Background: an optimization exercise with open tools, aiming at small area, a short achievable clock period and few clock cycles per item. Do not read the settings as production practice. The RTL was checked by simulation tests, not by an equivalence proof against the original design. No activity file was given, so power comes from the tool's default toggle rates.

Setup of alpha:
// first_fit_chunk_allocator_top
module first_fit_chunk_allocator_top #(
  parameter int MAX_CHUNKS = 64
) (
  input  wire         clk,
  input  wire         rst_n,
  input  wire         in_tvalid,
  output logic        in_tready,
  input  wire  [55:0] in_tdata,    
  input  wire  [0:0]  in_tuser,    
  output logic        out_tvalid,
  input  wire         out_tready,
  output logic [71:0] out_tdata,   
  output logic [1:0]  out_tuser,   
  input  wire         cfg_valid,
  output logic        cfg_ready,
  input  wire  [1:0]  cfg_index,
  input  wire  [31:0] cfg_data
);
==> flow/config.mk <==
export PLATFORM = sky130hd
export DESIGN_NAME = first_fit_chunk_allocator_top
export DESIGN_NICKNAME = first_fit_chunk_allocator_top
export VERILOG_FILES = /design/flow/design.v
export SDC_FILE = /design/flow/constraint.sdc
export NUM_CORES = 4
export LEC_CHECK = 0
export CAP_MARGIN = 20
export CORE_MARGIN = 2
export CORE_UTILIZATION = 60
export SETUP_SLACK_MARGIN = 5
export SLEW_MARGIN = 20
export SYNTH_HIERARCHICAL = 1
export TNS_END_PERCENT = 10
==> flow/constraint.sdc <==
create_clock -name core_clock -period 8.0 [get_ports {clk}]
set_input_delay 1.6000 -clock core_clock [delete_from_list [all_inputs] [get_ports {clk}]]
set_output_delay 1.6000 -clock core_clock [all_outputs]
set_load 0.01 [all_outputs]
run.sh (not shown) runs the stock make flow with config.mk's settings and CLKGATE_MAP_FILE= SYNTH_SCRIPT=/design/flow/synth_recipe.tcl, a recipe that flattens the netlist after the stock synthesis.
Testbench counts of alpha, summed over its fixed seeds: cycles 8,040, items 8,000.
What beta does differently from alpha at the input level:
--- a/flow/design.v
+++ b/flow/design.v
@@ -143,46 +143,47 @@
   output logic        cfg_ready,
   input  wire  [1:0]  cfg_index,
   input  wire  [31:0] cfg_data
 );
   localparam int N = 64;
   localparam logic [1:0] MK_NONE = 2'd0;
   localparam logic [1:0] MK_NEW  = 2'd1;
   localparam logic [1:0] MK_REU  = 2'd2;
   localparam logic [1:0] MK_FREE = 2'd3;
   logic [31:0] heap_base, heap_limit;
   logic [7:0]  hdr;
   logic [31:0] basehdr;      
-  logic [31:0] bh_s0, bh_s2;
+  logic [31:0] bh_a, bh_s;
+  logic [7:0]  bh_b;
   assign cfg_ready = 1'b1;
   always_ff @(posedge clk) begin
     if (!rst_n) begin
       heap_base  <= 32'd0;
       heap_limit <= 32'd1048576;
       hdr        <= 8'd24;
     end else if (cfg_valid) begin
       case (cfg_index)
         2'd0: heap_base  <= cfg_data;
         2'd1: heap_limit <= cfg_data;
         2'd2: hdr        <= cfg_data[7:0];
         default: ;
       endcase
     end
   end
-  ffca_add32 u_bh_base (.a(cfg_data), .b({24'd0, hdr}), .s(bh_s0));
-  ffca_add32 u_bh_hdr  (.a(heap_base), .b({24'd0, cfg_data[7:0]}), .s(bh_s2));
+  assign bh_a = (cfg_index == 2'd0) ? cfg_data : heap_base;
+  assign bh_b = (cfg_index == 2'd2) ? cfg_data[7:0] : hdr;
+  ffca_add32 u_basehdr (.a(bh_a), .b({24'd0, bh_b}), .s(bh_s));
   always_ff @(posedge clk) begin
     if (!rst_n) basehdr <= 32'd24;
-    else if (cfg_valid && cfg_index == 2'd0) basehdr <= bh_s0;
-    else if (cfg_valid && cfg_index == 2'd2) basehdr <= bh_s2;
+    else if (cfg_valid && (cfg_index == 2'd0 || cfg_index == 2'd2)) basehdr <= bh_s;
   end
   logic [23:0]  t_size [0:N-1];
   logic [29:0]  t_off  [0:N-1];
   logic [N-1:0] t_free;
   logic [N-1:0] t_valid;    
   logic [N-1:0] ptr;        
   logic [N-1:0] newest;     
   logic [29:0]  brk;
   assign ptr    = ~t_valid & {t_valid[N-2:0], 1'b1};
   assign newest = t_valid & ~{1'b0, t_valid[N-1:1]};
   logic en;
   logic s_v, o_v;
[summary]
Compared with alpha, beta shows a mean number of vias per cell that is 0.81% higher.
Each of the runs, namely alpha and beta, reached the end of the flow and came out clean.
Relative to alpha, the wire length of beta is higher by about 3%.
Diff alpha -> beta: worst path arrival time has increased, placement row count saw a decrease, switching power total picked up an extra 2.3%.
Testbench counts of beta, summed over its fixed seeds: cycles 8,040, items 8,000.

==> what the ideal ports hide <==
How much do the figures lean on ideal ports? The routed layouts below were timed once more, with nothing changed but the port constraints. Step 1 assumes that a clkbuf_16 drives the clock port and a buf_2 every other input. Step 2 also shifts input and output timing later by t, the mid clock arrival at the registers, as if the neighbouring blocks saw the same clock. Slacks: ideal ports / drivers / drivers and shift; pairs: ideal ports / drivers.
| run | shift t [ns] | slack for setup (ns) | hold WS [ns] | latest minus earliest clock arrival (ns) | cell pins on the clock port's net |
|---|---|---|---|---|---|
| alpha | 1.099 | 4.554 / 4.495 / 3.726 | 0.451 / 0.451 / 0.451 | 0.046 / 0.047 | 1 |
| beta | 1.114 | 4.453 / 4.346 / 3.413 | 0.423 / 0.423 / 0.423 | 0.068 / 0.068 | 1 |
After both steps every run listed still meets setup and hold. For beta, which loses most, drivers alone change the setup slack by -0.107 ns; drivers and shift together by -1.040 ns.
